From an optimization exercise on the open Yosys and OpenROAD flow, aimed at a short achievable clock period and few clock cycles per item; shortcuts taken in it are not production practice.
Only simulation tests tie the RTL to the original design; equivalence was not proved.
The clock port is modelled as an ideal driver; clocking choices that lean on that would not hold on a real chip.
Power is estimated from default activity; no workload was simulated.

==> module inflight_queue, before the edit <==
module inflight_queue (
  input  wire                     clk,
  input  wire                     rstn,
  input  wire                     push,
  input  wire fe_pkg::queue_rec_t push_rec,
  input  wire                     pop,
  input  wire                     flush,
  output fe_pkg::queue_rec_t      head,
  output logic                    head_valid,
  output logic                    room,       
  output logic                    empty       
);
  localparam int DEPTH = 4;
  localparam int REC_W = 32 + 32 + 2 + 1 + 32 + 32;   
  logic [REC_W-1:0] mem [DEPTH];
  logic [DEPTH-1:0] vld;         
  logic [DEPTH-1:0] vld_pop;
  logic [DEPTH-1:0] vld_nxt;
  logic [DEPTH-1:0] vld_prev;    
  assign head       = mem[0];
  assign head_valid = vld[0];
  assign vld_pop = pop ? (vld >> 1) : vld;
  assign vld_nxt = push ? {vld_pop[DEPTH-2:0], 1'b1} : vld_pop;
  assign vld_prev = {vld_pop[DEPTH-2:0], 1'b1};
  assign empty   = flush || !vld_nxt[0];
  assign room    = flush || !vld_nxt[DEPTH-1];
  always_ff @(posedge clk) begin
    if (!rstn || flush) begin
      vld <= '0;
    end else begin
      vld <= vld_nxt;
    end
  end
  always_ff @(posedge clk) begin
    for (int i = 0; i < DEPTH; i++) begin
      if (push && !vld_pop[i] && vld_prev[i]) begin
        mem[i] <= push_rec;
      end else if (pop && i < DEPTH - 1) begin
        mem[i] <= mem[(i < DEPTH - 1) ? i + 1 : i];
      end
    end
  end
endmodule
Settings: LEC_CHECK=0, CAP_MARGIN=20, CORE_MARGIN=2, CORE_UTILIZATION=40, SETUP_SLACK_MARGIN=3.8, SLEW_MARGIN=20, SYNTH_HIERARCHICAL=1; clock period 8.0 ns.
standard.sh (not shown) runs the stock make flow with config.mk's settings and CLKGATE_MAP_FILE= SYNTH_SCRIPT=/design/flow/synth_recipe.tcl, a recipe that flattens the netlist after the stock synthesis.
==> flow/flow/run.sh <==
#!/bin/bash
set -euo pipefail
here="$(pwd)"
bash standard.sh MATCH_CELL_FOOTPRINT=0 IO_CONSTRAINTS="$here/flow/io.tcl" \
  POST_CTS_TCL="$here/flow/post_cts.tcl" finish > flow_make.log 2>&1
==> flow/flow/io.tcl <==
# Pin placement: the resolve port and the mispredict output side by side on
# one edge, so the combinational compare between them stays short.
set_io_pin_constraint -group -order -region top:* -pin_names {resolve_next_pc[0] resolve_next_pc[1] resolve_next_pc[2] resolve_next_pc[3] resolve_next_pc[4] resolve_next_pc[5] resolve_next_pc[6] resolve_next_pc[7] resolve_next_pc[8] resolve_next_pc[9] resolve_next_pc[10] resolve_next_pc[11] resolve_next_pc[12] resolve_next_pc[13] resolve_next_pc[14] resolve_next_pc[15] resolve_valid mispredict resolve_next_pc[16] resolve_next_pc[17] resolve_next_pc[18] resolve_next_pc[19] resolve_next_pc[20] resolve_next_pc[21] resolve_next_pc[22] resolve_next_pc[23] resolve_next_pc[24] resolve_next_pc[25] resolve_next_pc[26] resolve_next_pc[27] resolve_next_pc[28] resolve_next_pc[29] resolve_next_pc[30] resolve_next_pc[31]}
==> flow/flow/post_cts.tcl <==
# After the standard clock tree step and its timing repair: one more setup
# repair pass, then legalize the placement again.
estimate_parasitics -placement
repair_timing -setup -setup_margin 4.0 -skip_last_gasp -verbose
detailed_placement
check_placement -verbose
Testbench counts at the start, summed over its fixed seeds: cycles 33,614, instrs 16,000.
Then changed:
--- a/flow/design.v
+++ b/flow/design.v
@@ -305,13 +305,13 @@
   input  wire                     flush,
   output fe_pkg::queue_rec_t      head,
   output logic                    head_valid,
   output logic                    room,       
   output logic                    empty       
 );
-  localparam int DEPTH = 4;
+  localparam int DEPTH = 6;
   localparam int REC_W = 32 + 32 + 2 + 1 + 32 + 32;   
   logic [REC_W-1:0] mem [DEPTH];
   logic [DEPTH-1:0] vld;         
   logic [DEPTH-1:0] vld_pop;
   logic [DEPTH-1:0] vld_nxt;
   logic [DEPTH-1:0] vld_prev;    
What happened: Routed wire length rose by 13%; combinational power rose by about 6%; total power rose by 16%; final area rose by 14%; global-route usage fell by 0.18 points; critical path depth rose by 12; area after synthesis rose by about 14%.
Testbench counts after the change, summed over its fixed seeds: cycles 33,178, instrs 16,000.

---

== alpha ==
Another version of the RTL of rv_frontend (not shown whole).
Size in the first run: ~330 I/O pins, ~0.077 mm2 of cells after synthesis.
==> module branch_predictor, before the edit <==
module branch_predictor (
  input  wire                     clk,
  input  wire                     rstn,
  input  wire fe_pkg::addr_t      lookup_pc,
  output logic                    hit,
  output logic                    pred_taken,
  output fe_pkg::addr_t           pred_target,
  input  wire fe_pkg::bp_update_t update
);
  localparam int ENTRIES = 1 << 4;
  localparam int IW      = 4;
  localparam int TAG_W   = 32 - 2 - IW;
  typedef logic [TAG_W-1:0] tag_t;
  typedef logic [1:0]       ctr_t;
  logic [ENTRIES-1:0] valid;
  tag_t               tag_mem [ENTRIES];
  fe_pkg::addr_t      tgt_mem [ENTRIES];
  ctr_t               ctr_mem [ENTRIES];
  logic               pw_all;    
  logic               pw_ctr;    
  fe_pkg::btb_idx_t   pw_idx;
  tag_t               pw_tag;
  fe_pkg::addr_t      pw_tgt;
  ctr_t               pw_ctr_val;
  fe_pkg::btb_idx_t   lk_idx;
  tag_t               lk_tag;
  logic [ENTRIES-1:0] lk_match;
  fe_pkg::btb_idx_t   up_idx;
  tag_t               up_tag;
  logic               up_hit;
  ctr_t               up_old;
  ctr_t               up_ctr;
  assign lk_idx = lookup_pc[IW+1:2];
  assign lk_tag = lookup_pc[31:IW+2];
  for (genvar i = 0; i < ENTRIES; i++) begin : g_match
    fe_tag_eq lk_eq (.a(tag_mem[i]), .b(lk_tag), .eq(lk_match[i]));
  end
  logic               lk_hit;
  logic [ENTRIES-1:0] ctr_msb;
  for (genvar i = 0; i < ENTRIES; i++) begin : g_msb
    assign ctr_msb[i] = ctr_mem[i][1];
  end
  fe_sel16 hit_sel (.d(valid & lk_match), .s(lk_idx), .y(lk_hit));
  always_comb begin
    hit         = lk_hit;
    pred_taken  = ctr_msb[lk_idx];
    pred_target = tgt_mem[lk_idx];
    if (lk_idx == pw_idx) begin
      if (pw_all) begin
        hit         = (pw_tag == lk_tag);
        pred_target = pw_tgt;
      end
      if (pw_all || pw_ctr) pred_taken = pw_ctr_val[1];
    end
  end
  assign up_idx = update.pc[IW+1:2];
  assign up_tag = update.pc[31:IW+2];
  always_comb begin
    up_hit = valid[up_idx] && (tag_mem[up_idx] == up_tag);
    up_old = ctr_mem[up_idx];
    if (up_idx == pw_idx) begin
      if (pw_all) up_hit = (pw_tag == up_tag);
      if (pw_all || pw_ctr) up_old = pw_ctr_val;
    end
  end
  always_comb begin
    up_ctr = up_old;
    if (!up_hit) begin
      up_ctr = 2'd2;
    end else if (update.is_branch) begin
      if (update.taken && up_ctr != 2'd3) begin
        up_ctr = up_ctr + 2'd1;
      end else if (!update.taken && up_ctr != 2'd0) begin
        up_ctr = up_ctr - 2'd1;
      end
    end
  end
  always_ff @(posedge clk) begin
    if (!rstn) begin
      pw_all <= 1'b0;
      pw_ctr <= 1'b0;
    end else begin
      pw_all <= update.valid && update.taken;
      pw_ctr <= update.valid && !update.taken && update.is_branch && up_hit;
    end
  end
  always_ff @(posedge clk) begin
    pw_idx     <= up_idx;
    pw_tag     <= up_tag;
    pw_tgt     <= update.target;
    pw_ctr_val <= up_ctr;
  end
  always_ff @(posedge clk) begin
    if (!rstn) begin
      valid <= '0;
    end else if (pw_all) begin
      valid[pw_idx] <= 1'b1;
    end
  end
  always_ff @(posedge clk) begin
    if (pw_all) begin
      tag_mem[pw_idx] <= pw_tag;
      tgt_mem[pw_idx] <= pw_tgt;
      ctr_mem[pw_idx] <= pw_ctr_val;
    end else if (pw_ctr) begin
      ctr_mem[pw_idx] <= pw_ctr_val;
    end
  end
endmodule
==> module fetch_unit, before the edit <==
module fetch_unit (
  input  wire                     clk,
  input  wire                     rstn,
  output logic                    wb_cyc,
  output logic                    wb_stb,
  output fe_pkg::addr_t           wb_adr,
  input  wire                     wb_ack,
  input  wire fe_pkg::instr_t     wb_dat_i,
  output logic                    ack,        
  output fe_pkg::queue_rec_t      ack_rec,    
  input  wire                     room,       
  input  wire                     q_empty,    
  input  wire fe_pkg::redirect_t  redirect,
  input  wire fe_pkg::bp_update_t update
);
  logic                cyc;
  fe_pkg::addr_t       adr;       
  fe_pkg::addr_t       seq;
  logic                bp_hit;
  logic                bp_taken;
  fe_pkg::addr_t       bp_target;
  fe_pkg::instr_kind_e kind;
  logic                use_btb;
  logic                hold;      
  logic                sure_miss;
  branch_predictor bp_inst (
    .clk         (clk),
    .rstn        (rstn),
    .lookup_pc   (adr),
    .hit         (bp_hit),
    .pred_taken  (bp_taken),
    .pred_target (bp_target),
    .update      (update)
  );
  always_comb begin
    case (wb_dat_i[6:0])
      7'b1100011: kind = fe_pkg::KIND_BRANCH;
      7'b1101111:    kind = fe_pkg::KIND_JAL;
      7'b1100111:   kind = fe_pkg::KIND_JALR;
      default:       kind = fe_pkg::KIND_OTHER;
    endcase
  end
  assign seq     = adr + 32'd4;
  assign use_btb = bp_hit && ((kind == fe_pkg::KIND_JAL) || (kind == fe_pkg::KIND_JALR) ||
                              ((kind == fe_pkg::KIND_BRANCH) && bp_taken));
  assign ack = wb_ack && cyc;
  always_comb begin
    ack_rec.pc         = adr;
    ack_rec.instr      = wb_dat_i;
    ack_rec.kind       = kind;
    ack_rec.pred_taken = use_btb;
    ack_rec.pred_next_pc = use_btb ? bp_target : seq;
    ack_rec.seq_pc     = seq;
  end
  assign wb_cyc = cyc;
  assign wb_stb = cyc;
  assign wb_adr = adr;
  assign sure_miss = ((kind == fe_pkg::KIND_JAL) || (kind == fe_pkg::KIND_JALR)) && !use_btb;
  always_ff @(posedge clk) begin
    if (!rstn || redirect.valid) begin
      hold <= 1'b0;
    end else if (ack) begin
      hold <= sure_miss;
    end else if (q_empty) begin
      hold <= 1'b0;
    end
  end
  always_ff @(posedge clk) begin
    if (!rstn) begin
      cyc <= 1'b0;
      adr <= 32'h0000_0000;
    end else if (redirect.valid) begin
      adr <= redirect.pc;
      cyc <= ack || !cyc;   
    end else if (ack) begin
      adr <= ack_rec.pred_next_pc;
      cyc <= room && !sure_miss;
    end else if (!cyc) begin
      cyc <= room && (!hold || q_empty);
    end
  end
endmodule
==> flow/config.mk <==
export PLATFORM = sky130hd
export DESIGN_NAME = rv_frontend
export DESIGN_NICKNAME = rv_frontend
export VERILOG_FILES = /design/flow/design.v
export SDC_FILE = /design/flow/constraint.sdc
export NUM_CORES = 4
export LEC_CHECK = 0
export CAP_MARGIN = 20
export CORE_MARGIN = 2
export CORE_UTILIZATION = 40
export SETUP_SLACK_MARGIN = 3.8
export SLEW_MARGIN = 20
export SYNTH_HIERARCHICAL = 1
==> flow/constraint.sdc <==
create_clock -name core_clock -period 8.0 [get_ports {clk}]
set_input_delay 1.6000 -clock core_clock [delete_from_list [all_inputs] [get_ports {clk}]]
set_output_delay 1.6000 -clock core_clock [all_outputs]
set_load 0.01 [all_outputs]
==> flow/flow/run.sh <==
#!/bin/bash
set -euo pipefail
here="$(pwd)"
bash standard.sh MATCH_CELL_FOOTPRINT=0 IO_CONSTRAINTS="$here/flow/io.tcl" finish > flow_make.log 2>&1
Scripts as last shown in full above: flow/flow/io.tcl
alpha ran to completion and came out clean on the timing, DRC and antenna checks.
Testbench counts of alpha, summed over its fixed seeds: cycles 33,614, instrs 16,000.
Input-level comparison between beta and alpha:
diff --git a/flow/design.v b/flow/design.v
--- a/flow/design.v
+++ b/flow/design.v
@@ -88,24 +88,21 @@
   for (genvar i = 0; i < ENTRIES; i++) begin : g_match
     fe_tag_eq lk_eq (.a(tag_mem[i]), .b(lk_tag), .eq(lk_match[i]));
   end
-  logic               lk_hit;
-  logic [ENTRIES-1:0] ctr_msb;
-  for (genvar i = 0; i < ENTRIES; i++) begin : g_msb
-    assign ctr_msb[i] = ctr_mem[i][1];
-  end
-  fe_sel16 hit_sel (.d(valid & lk_match), .s(lk_idx), .y(lk_hit));
-  always_comb begin
-    hit         = lk_hit;
-    pred_taken  = ctr_msb[lk_idx];
-    pred_target = tgt_mem[lk_idx];
-    if (lk_idx == pw_idx) begin
-      if (pw_all) begin
-        hit         = (pw_tag == lk_tag);
-        pred_target = pw_tgt;
-      end
-      if (pw_all || pw_ctr) pred_taken = pw_ctr_val[1];
-    end
-  end
+  logic [ENTRIES-1:0] pw_sel_all;    
+  logic [ENTRIES-1:0] pw_sel_ctr;    
+  logic               pw_eq;         
+  logic [ENTRIES-1:0] eff_hit;
+  logic [ENTRIES-1:0] eff_msb;
+  for (genvar i = 0; i < ENTRIES; i++) begin : g_eff
+    assign pw_sel_all[i] = pw_all && (pw_idx == i);
+    assign pw_sel_ctr[i] = (pw_all || pw_ctr) && (pw_idx == i);
+    assign eff_hit[i]    = pw_sel_all[i] ? pw_eq : (valid[i] && lk_match[i]);
+    assign eff_msb[i]    = pw_sel_ctr[i] ? pw_ctr_val[1] : ctr_mem[i][1];
+  end
+  fe_tag_eq pw_eq_inst (.a(pw_tag), .b(lk_tag), .eq(pw_eq));
+  fe_sel16 hit_sel (.d(eff_hit), .s(lk_idx), .y(hit));
+  fe_sel16 msb_sel (.d(eff_msb), .s(lk_idx), .y(pred_taken));
+  assign pred_target = (pw_all && lk_idx == pw_idx) ? pw_tgt : tgt_mem[lk_idx];
   assign up_idx = update.pc[IW+1:2];
   assign up_tag = update.pc[31:IW+2];
   always_comb begin
@@ -242,15 +239,20 @@
     endcase
   end
   assign seq     = adr + 32'd4;
-  assign use_btb = bp_hit && ((kind == fe_pkg::KIND_JAL) || (kind == fe_pkg::KIND_JALR) ||
-                              ((kind == fe_pkg::KIND_BRANCH) && bp_taken));
+  logic [3:0]    ub;
+  fe_pkg::addr_t pred_pc;
+  for (genvar g = 0; g < 4; g++) begin : g_ub
+    fe_ub ub_inst (.op(wb_dat_i[6:0]), .hit(bp_hit), .ctr(bp_taken), .ub(ub[g]));
+    assign pred_pc[8*g +: 8] = ub[g] ? bp_target[8*g +: 8] : seq[8*g +: 8];
+  end
+  assign use_btb = ub[0];
   assign ack = wb_ack && cyc;
   always_comb begin
     ack_rec.pc         = adr;
     ack_rec.instr      = wb_dat_i;
     ack_rec.kind       = kind;
     ack_rec.pred_taken = use_btb;
-    ack_rec.pred_next_pc = use_btb ? bp_target : seq;
+    ack_rec.pred_next_pc = pred_pc;
     ack_rec.seq_pc     = seq;
   end
   assign wb_cyc = cyc;
@@ -282,6 +284,16 @@
   end
 endmodule
 `default_nettype wire
+`default_nettype none
+module fe_ub (
+  input  wire  [6:0] op,
+  input  wire        hit,
+  input  wire        ctr,
+  output logic       ub
+);
+  assign ub = hit && op[6] && op[5] && !op[4] && op[1] && op[0] && (op[2] || (!op[3] && ctr));
+endmodule
+`default_nettype wire
 `timescale 1ns/100ps
 `default_nettype none
 module inflight_queue (
@@ -296,7 +308,7 @@
   output logic                    room,       
   output logic                    empty       
 );
-  localparam int DEPTH = 4;
+  localparam int DEPTH = 6;
   localparam int REC_W = 32 + 32 + 2 + 1 + 32 + 32;   
   logic [REC_W-1:0] mem [DEPTH];
   logic [DEPTH-1:0] vld;         
Notes after the runs:
Between beta and alpha, it is beta whose quantity of gates resized following cts is higher, by about 30%.
Going from alpha to beta, the multi-input combinational cell area was found to have gone up by about 18%.
Summary — multi-input combinational area share, beta relative to alpha: higher, by 0.35 points.
Post-synthesis to final-layout area growth: alpha and beta compared, higher one is beta
Proportion of cell area occupied by registers across alpha and beta: no real change.
Compared with alpha, beta shows power per cell area lower by 0.62%.
Of alpha and beta, beta shows the higher routed wire length, with alpha below it.
Compared beta vs alpha, and final worst-path setup slack is down in beta.
alpha has lower number of tap cells inserted than beta.
beta reports a higher via count than alpha does.
Area of all placed cells without fillers on beta is up relative to alpha.
Between alpha and beta, the layout inverter count without the clock tree is higher for alpha.
Compare alpha and beta | total power of the final layout higher: beta
Compared with alpha, beta instantiates a larger number of cells.
Testbench counts of beta, summed over its fixed seeds: cycles 33,178, instrs 16,000.

what the ideal ports hide:
No port has a modelled driver above. Below, the same layouts with a new extraction and two added sets of constraints. Step 1 sets driving cells, clkbuf_16 on the clock port and buf_2 on the other inputs (assumed; they add their load-dependent delay and slew). Step 2 also shifts input and output timing later by t, the mid clock arrival at the registers, as if the neighbouring blocks saw the same clock. Three values: ideal, step 1, step 2; two values: the first two.
run	shift t [ns]	setup slack, ns	latest minus earliest clock arrival (ns)	worst slew at a driven data input, ns
the first run of note 1	0.913	3.811 / 3.699 / 2.884	0.047 / 0.047	0.20
the second run of note 1	0.954	3.702 / 3.640 / 2.935	0.050 / 0.050	0.16
alpha	0.909	3.750 / 3.591 / 2.996	0.040 / 0.040	0.21
beta	0.953	3.717 / 3.625 / 2.807	0.050 / 0.050	0.17
After both steps every run listed still meets setup and hold. The setup slack of the first run of note 1, which loses most, moves by -0.112 ns with the drivers and by -0.927 ns with both steps.
